Context: an optimization exercise on an open-source flow, tuned for small area, a short achievable clock period and few clock cycles per item. The choices shown serve that exercise and are no tape-out recipe. Power and IR drop assume default switching activity.

== P ==
Design hue_chroma_key_alpha_unit, start of the top module:
module hue_chroma_key_alpha_unit (
    input  logic                               aclk,
    input  logic                               aresetn,
    input  logic                               s_tvalid,
    output logic                               s_tready,
    input  logic [hcka_pkg::S_DATA_W-1:0]      s_tdata,    
    output logic                               m_tvalid,
    input  logic                               m_tready,
    output logic [hcka_pkg::M_DATA_W-1:0]      m_tdata,    
    input  logic                               cfg_wr_en,
    input  logic [hcka_pkg::CFG_IDX_W-1:0]     cfg_index,
    input  logic [hcka_pkg::CFG_W-1:0]         cfg_wdata
);
    logic [BQ_W-1:0] lo_q_reg, hi_q_reg;
    logic [8:0]      lo_rb_reg, hi_rb_reg;    
    logic [BQ_W-1:0] wr_q_ge, wr_q_gt, wr_q;
    logic [BR_W-1:0] wr_r;
    logic [8:0]      wr_rb;
    logic              rg_neg, rb_neg, gb_neg;
    logic [CH_W-1:0]   delta, t;
    logic                en1, en2;
    logic                v1_reg;
    logic [S_DATA_W-1:0] s1_rgb_reg;
    logic [CH_W-1:0]     s1_delta_reg, s1_t_reg;
    logic                s1_rg_neg_reg, s1_rb_neg_reg, s1_gb_neg_reg;
    logic [5:0]          sext;
    logic [5:0]          lo_gt_mask, lo_eq_mask, hi_lt_mask, hi_eq_mask;
    logic                lo_lt, hi_le;
    logic                lo_in, hi_in;
    logic                key_reg;
    logic [S_DATA_W-1:0] rgb_reg;
    always_comb begin
        wr_q_ge = '0;
        wr_q_gt = '0;
        for (int k = 1; k <= 6; k++) begin
            if (cfg_wdata >= CFG_W'(60 * k)) wr_q_ge = BQ_W'(k);
            if (cfg_wdata >  CFG_W'(60 * k)) wr_q_gt = BQ_W'(k);
        end
    end
  ...
For scale: about 1,100 cells after synthesis, ~94 flip-flops, about 73 I/O pins, about 0.0091 sq mm of cells after synthesis.
==> module hue_chroma_key_alpha_unit, before the edit <==
module hue_chroma_key_alpha_unit (
    input  logic                               aclk,
    input  logic                               aresetn,
    input  logic                               s_tvalid,
    output logic                               s_tready,
    input  logic [hcka_pkg::S_DATA_W-1:0]      s_tdata,    
    output logic                               m_tvalid,
    input  logic                               m_tready,
    output logic [hcka_pkg::M_DATA_W-1:0]      m_tdata,    
    input  logic                               cfg_wr_en,
    input  logic [hcka_pkg::CFG_IDX_W-1:0]     cfg_index,
    input  logic [hcka_pkg::CFG_W-1:0]         cfg_wdata
);
    logic [BQ_W-1:0] lo_q_reg, hi_q_reg;
    logic [8:0]      lo_rb_reg, hi_rb_reg;    
    logic [BQ_W-1:0] wr_q_ge, wr_q_gt, wr_q;
    logic [BR_W-1:0] wr_r;
    logic [8:0]      wr_rb;
    logic              rg_neg, rb_neg, gb_neg;
    logic [CH_W-1:0]   delta, t;
    logic                en1, en2;
    logic                v1_reg;
    logic [S_DATA_W-1:0] s1_rgb_reg;
    logic [CH_W-1:0]     s1_delta_reg, s1_t_reg;
    logic                s1_rg_neg_reg, s1_rb_neg_reg, s1_gb_neg_reg;
    logic [5:0]          sext;
    logic [5:0]          lo_gt_mask, lo_eq_mask, hi_lt_mask, hi_eq_mask;
    logic                lo_lt, hi_le;
    logic                lo_in, hi_in;
    logic                key_reg;
    logic [S_DATA_W-1:0] rgb_reg;
    always_comb begin
        wr_q_ge = '0;
        wr_q_gt = '0;
        for (int k = 1; k <= 6; k++) begin
            if (cfg_wdata >= CFG_W'(60 * k)) wr_q_ge = BQ_W'(k);
            if (cfg_wdata >  CFG_W'(60 * k)) wr_q_gt = BQ_W'(k);
        end
    end
    assign wr_q  = (cfg_index == REG_HUE_HIGH) ? wr_q_gt : wr_q_ge;
    assign wr_r  = {cfg_wdata[5:2] + {1'b0, wr_q}, cfg_wdata[1:0]};
    assign wr_rb = booth(wr_r);
    always_ff @(posedge aclk) begin
        if (!aresetn) begin
            lo_q_reg <= LO_Q_RST;
            lo_rb_reg <= booth(LO_R_RST);
            hi_q_reg <= HI_Q_RST;
            hi_rb_reg <= booth(HI_R_RST);
        end else if (cfg_wr_en) begin
            unique case (cfg_index)
                REG_HUE_LOW:  begin lo_q_reg <= wr_q; lo_rb_reg <= wr_rb; end
                REG_HUE_HIGH: begin hi_q_reg <= wr_q; hi_rb_reg <= wr_rb; end
                default: ;
            endcase
        end
    end
    function automatic logic [8:0] booth(input logic [BR_W-1:0] r);
        logic [6:0] x;
        logic [2:0] one, two, neg;
        x = {r, 1'b0};
        for (int i = 0; i < 3; i++) begin
            one[i] = x[2*i+1] ^ x[2*i];
            two[i] = (x[2*i+2] & !x[2*i+1] & !x[2*i]) | (!x[2*i+2] & x[2*i+1] & x[2*i]);
            neg[i] = x[2*i+2];
        end
        booth = {neg, two, one};
    endfunction
    assign en2      = !m_tvalid || m_tready;
    assign en1      = !v1_reg || en2;
    assign s_tready = en1;
    always_ff @(posedge aclk) begin
        if (!aresetn) begin
            v1_reg   <= 1'b0;
            m_tvalid <= 1'b0;
        end else begin
            if (en1) v1_reg   <= s_tvalid;
            if (en2) m_tvalid <= v1_reg;
        end
    end
    hcka_sector u_sector (
        .red    (s_tdata[7:0]),
        .green  (s_tdata[15:8]),
        .blue   (s_tdata[23:16]),
        .rg_neg (rg_neg),
        .rb_neg (rb_neg),
        .gb_neg (gb_neg),
        .delta  (delta),
        .t      (t)
    );
    always_ff @(posedge aclk) begin
        if (en1) begin
            s1_rgb_reg    <= s_tdata;
            s1_delta_reg  <= delta;
            s1_t_reg      <= t;
            s1_rg_neg_reg <= rg_neg;
            s1_rb_neg_reg <= rb_neg;
            s1_gb_neg_reg <= gb_neg;
        end
    end
    hcka_sext u_sext (
        .rg_neg (s1_rg_neg_reg),
        .rb_neg (s1_rb_neg_reg),
        .gb_neg (s1_gb_neg_reg),
        .sext   (sext)
    );
    always_comb begin
        for (int k = 0; k < 6; k++) begin
            lo_gt_mask[k] = BQ_W'(k) >  lo_q_reg;
            lo_eq_mask[k] = BQ_W'(k) == lo_q_reg;
            hi_lt_mask[k] = BQ_W'(k) <  hi_q_reg;
            hi_eq_mask[k] = BQ_W'(k) == hi_q_reg;
        end
    end
    hcka_cmp_0 u_lo (.one(lo_rb_reg[2:0]), .two(lo_rb_reg[5:3]), .neg(lo_rb_reg[8:6]),
                     .d(s1_delta_reg), .t(s1_t_reg), .y(lo_lt));
    hcka_cmp_1 u_hi (.one(hi_rb_reg[2:0]), .two(hi_rb_reg[5:3]), .neg(hi_rb_reg[8:6]),
                     .d(s1_delta_reg), .t(s1_t_reg), .y(hi_le));
    assign lo_in = |(sext & lo_gt_mask) || (|(sext & lo_eq_mask) && lo_lt);
    assign hi_in = |(sext & hi_lt_mask) || (|(sext & hi_eq_mask) && !hi_le);
    always_ff @(posedge aclk) begin
        if (en2) begin
            key_reg <= lo_in && hi_in;
            rgb_reg <= s1_rgb_reg;
        end
    end
    assign m_tdata = {{CH_W{!key_reg}}, rgb_reg};
endmodule
export LEC_CHECK = 0
export ABC_AREA = 1
export CAP_MARGIN = 20
export CORE_MARGIN = 2
export CORE_UTILIZATION = 40
export SETUP_SLACK_MARGIN = 2.6
export SLEW_MARGIN = 20
create_clock -name core_clock -period 6.0 [get_ports {aclk}]
standard.sh (not shown) runs the stock make flow with config.mk's settings and CLKGATE_MAP_FILE= SYNTH_SCRIPT=/design/flow/synth_recipe.tcl, a recipe that flattens the netlist after the stock synthesis.
==> flow/flow/run.sh <==
#!/bin/bash
# The standard layout (the standard.sh, unchanged synthesis), with plain buf_1 cells as
# the port buffers in place of the delay buffers that buffer_ports picks by default.
set -euo pipefail
export BUFFER_PORTS_ARGS="-buffer_cell sky130_fd_sc_hd__buf_1"
bash standard.sh finish > standard.log 2>&1
diff inputs: P => Q
diff --git a/flow/design.v b/flow/design.v
--- a/flow/design.v
+++ b/flow/design.v
@@ -460,21 +460,21 @@
     input  logic                               cfg_wr_en,
     input  logic [hcka_pkg::CFG_IDX_W-1:0]     cfg_index,
     input  logic [hcka_pkg::CFG_W-1:0]         cfg_wdata
 );
     logic [BQ_W-1:0] lo_q_reg, hi_q_reg;
     logic [8:0]      lo_rb_reg, hi_rb_reg;    
-    logic [BQ_W-1:0] wr_q_ge, wr_q_gt, wr_q;
-    logic [BR_W-1:0] wr_r;
-    logic [8:0]      wr_rb;
+    logic [BQ_W-1:0] wr_q_ge, wr_q_gt;
+    logic [BR_W-1:0] wr_r_ge, wr_r_gt;
     logic              rg_neg, rb_neg, gb_neg;
     logic [CH_W-1:0]   delta, t;
     logic                en1, en2;
     logic                v1_reg;
     logic [S_DATA_W-1:0] s1_rgb_reg;
     logic [CH_W-1:0]     s1_delta_reg, s1_t_reg;
+    logic [CH_W-1:0]     s1_delta_n_reg;           
     logic                s1_rg_neg_reg, s1_rb_neg_reg, s1_gb_neg_reg;
     logic [5:0]          sext;
     logic [5:0]          lo_gt_mask, lo_eq_mask, hi_lt_mask, hi_eq_mask;
     logic                lo_lt, hi_le;
     logic                lo_in, hi_in;
     logic                key_reg;
@@ -484,25 +484,24 @@
         wr_q_gt = '0;
         for (int k = 1; k <= 6; k++) begin
             if (cfg_wdata >= CFG_W'(60 * k)) wr_q_ge = BQ_W'(k);
             if (cfg_wdata >  CFG_W'(60 * k)) wr_q_gt = BQ_W'(k);
         end
     end
-    assign wr_q  = (cfg_index == REG_HUE_HIGH) ? wr_q_gt : wr_q_ge;
-    assign wr_r  = {cfg_wdata[5:2] + {1'b0, wr_q}, cfg_wdata[1:0]};
-    assign wr_rb = booth(wr_r);
+    assign wr_r_ge = {cfg_wdata[5:2] + {1'b0, wr_q_ge}, cfg_wdata[1:0]};
+    assign wr_r_gt = {cfg_wdata[5:2] + {1'b0, wr_q_gt}, cfg_wdata[1:0]};
     always_ff @(posedge aclk) begin
         if (!aresetn) begin
             lo_q_reg <= LO_Q_RST;
             lo_rb_reg <= booth(LO_R_RST);
             hi_q_reg <= HI_Q_RST;
             hi_rb_reg <= booth(HI_R_RST);
         end else if (cfg_wr_en) begin
             unique case (cfg_index)
-                REG_HUE_LOW:  begin lo_q_reg <= wr_q; lo_rb_reg <= wr_rb; end
-                REG_HUE_HIGH: begin hi_q_reg <= wr_q; hi_rb_reg <= wr_rb; end
+                REG_HUE_LOW:  begin lo_q_reg <= wr_q_ge; lo_rb_reg <= booth(wr_r_ge); end
+                REG_HUE_HIGH: begin hi_q_reg <= wr_q_gt; hi_rb_reg <= booth(wr_r_gt); end
                 default: ;
             endcase
         end
     end
     function automatic logic [8:0] booth(input logic [BR_W-1:0] r);
         logic [6:0] x;
@@ -538,12 +537,13 @@
         .t      (t)
     );
     always_ff @(posedge aclk) begin
         if (en1) begin
             s1_rgb_reg    <= s_tdata;
             s1_delta_reg  <= delta;
+            s1_delta_n_reg <= ~delta;
             s1_t_reg      <= t;
             s1_rg_neg_reg <= rg_neg;
             s1_rb_neg_reg <= rb_neg;
             s1_gb_neg_reg <= gb_neg;
         end
     end
@@ -561,13 +561,13 @@
             hi_eq_mask[k] = BQ_W'(k) == hi_q_reg;
         end
     end
     hcka_cmp_0 u_lo (.one(lo_rb_reg[2:0]), .two(lo_rb_reg[5:3]), .neg(lo_rb_reg[8:6]),
                      .d(s1_delta_reg), .t(s1_t_reg), .y(lo_lt));
     hcka_cmp_1 u_hi (.one(hi_rb_reg[2:0]), .two(hi_rb_reg[5:3]), .neg(hi_rb_reg[8:6]),
-                     .d(s1_delta_reg), .t(s1_t_reg), .y(hi_le));
+                     .d(~s1_delta_n_reg), .t(s1_t_reg), .y(hi_le));
     assign lo_in = |(sext & lo_gt_mask) || (|(sext & lo_eq_mask) && lo_lt);
     assign hi_in = |(sext & hi_lt_mask) || (|(sext & hi_eq_mask) && !hi_le);
     always_ff @(posedge aclk) begin
         if (en2) begin
             key_reg <= lo_in && hi_in;
             rgb_reg <= s1_rgb_reg;
--- outcome ---
- Compared with P, Q shows share of the cycle needed by the critical path after routing lower by 2.8 points.
- Sort P and Q by worst slack at placement, ascending, and P comes first.
- Per the comparison of Q with P, sequential power share shows an increase of 1.7 points, final-layout clock buffer total increased 1, wire length of the first global-routing pass increased by 8.5% relative to the old numbers, number of synthesized flops with an enable pin grew by about 12%.
- Re cell count of the worst reg-to-reg path: P and Q aren't equal, and the higher value belongs to Q.
- Setup slack delta (Q − P): favourable
- Lower path length in cells of the critical path was reported by P, not Q.
- Relative to P, number of ordinary and repair buffers in the finished layout has gone up in Q.
No functional check of the RTL was part of any run of this note.

separate check: timing with driven ports:
Ports are ideal in the flow. The routed layouts listed here were re-timed in OpenROAD. Step 1 (the two cells are an assumption about what drives the block):
set clk [get_ports {aclk}]
set_driving_cell -lib_cell sky130_fd_sc_hd__clkbuf_16 $clk
set_driving_cell -lib_cell sky130_fd_sc_hd__buf_2 [delete_from_list [all_inputs] $clk]
Step 2 also shifts input and output timing later by t, the mid clock arrival at the registers, as if the neighbouring blocks saw the same clock. Three values: ideal ports, drivers, drivers and shift; two values: the first two.
run | t, ns | setup WS [ns] | worst hold slack (ns) | worst slew at a driven data input, ns | cell pins on the clock port's net
P | 0.393 | 2.190 / 2.190 / 2.190 | 0.422 / 0.422 / 0.422 | 0.04 | 1
Q | 0.391 | 2.359 / 2.359 / 2.359 | 0.422 / 0.422 / 0.422 | 0.04 | 1
After both steps setup and hold are still met in every run listed.
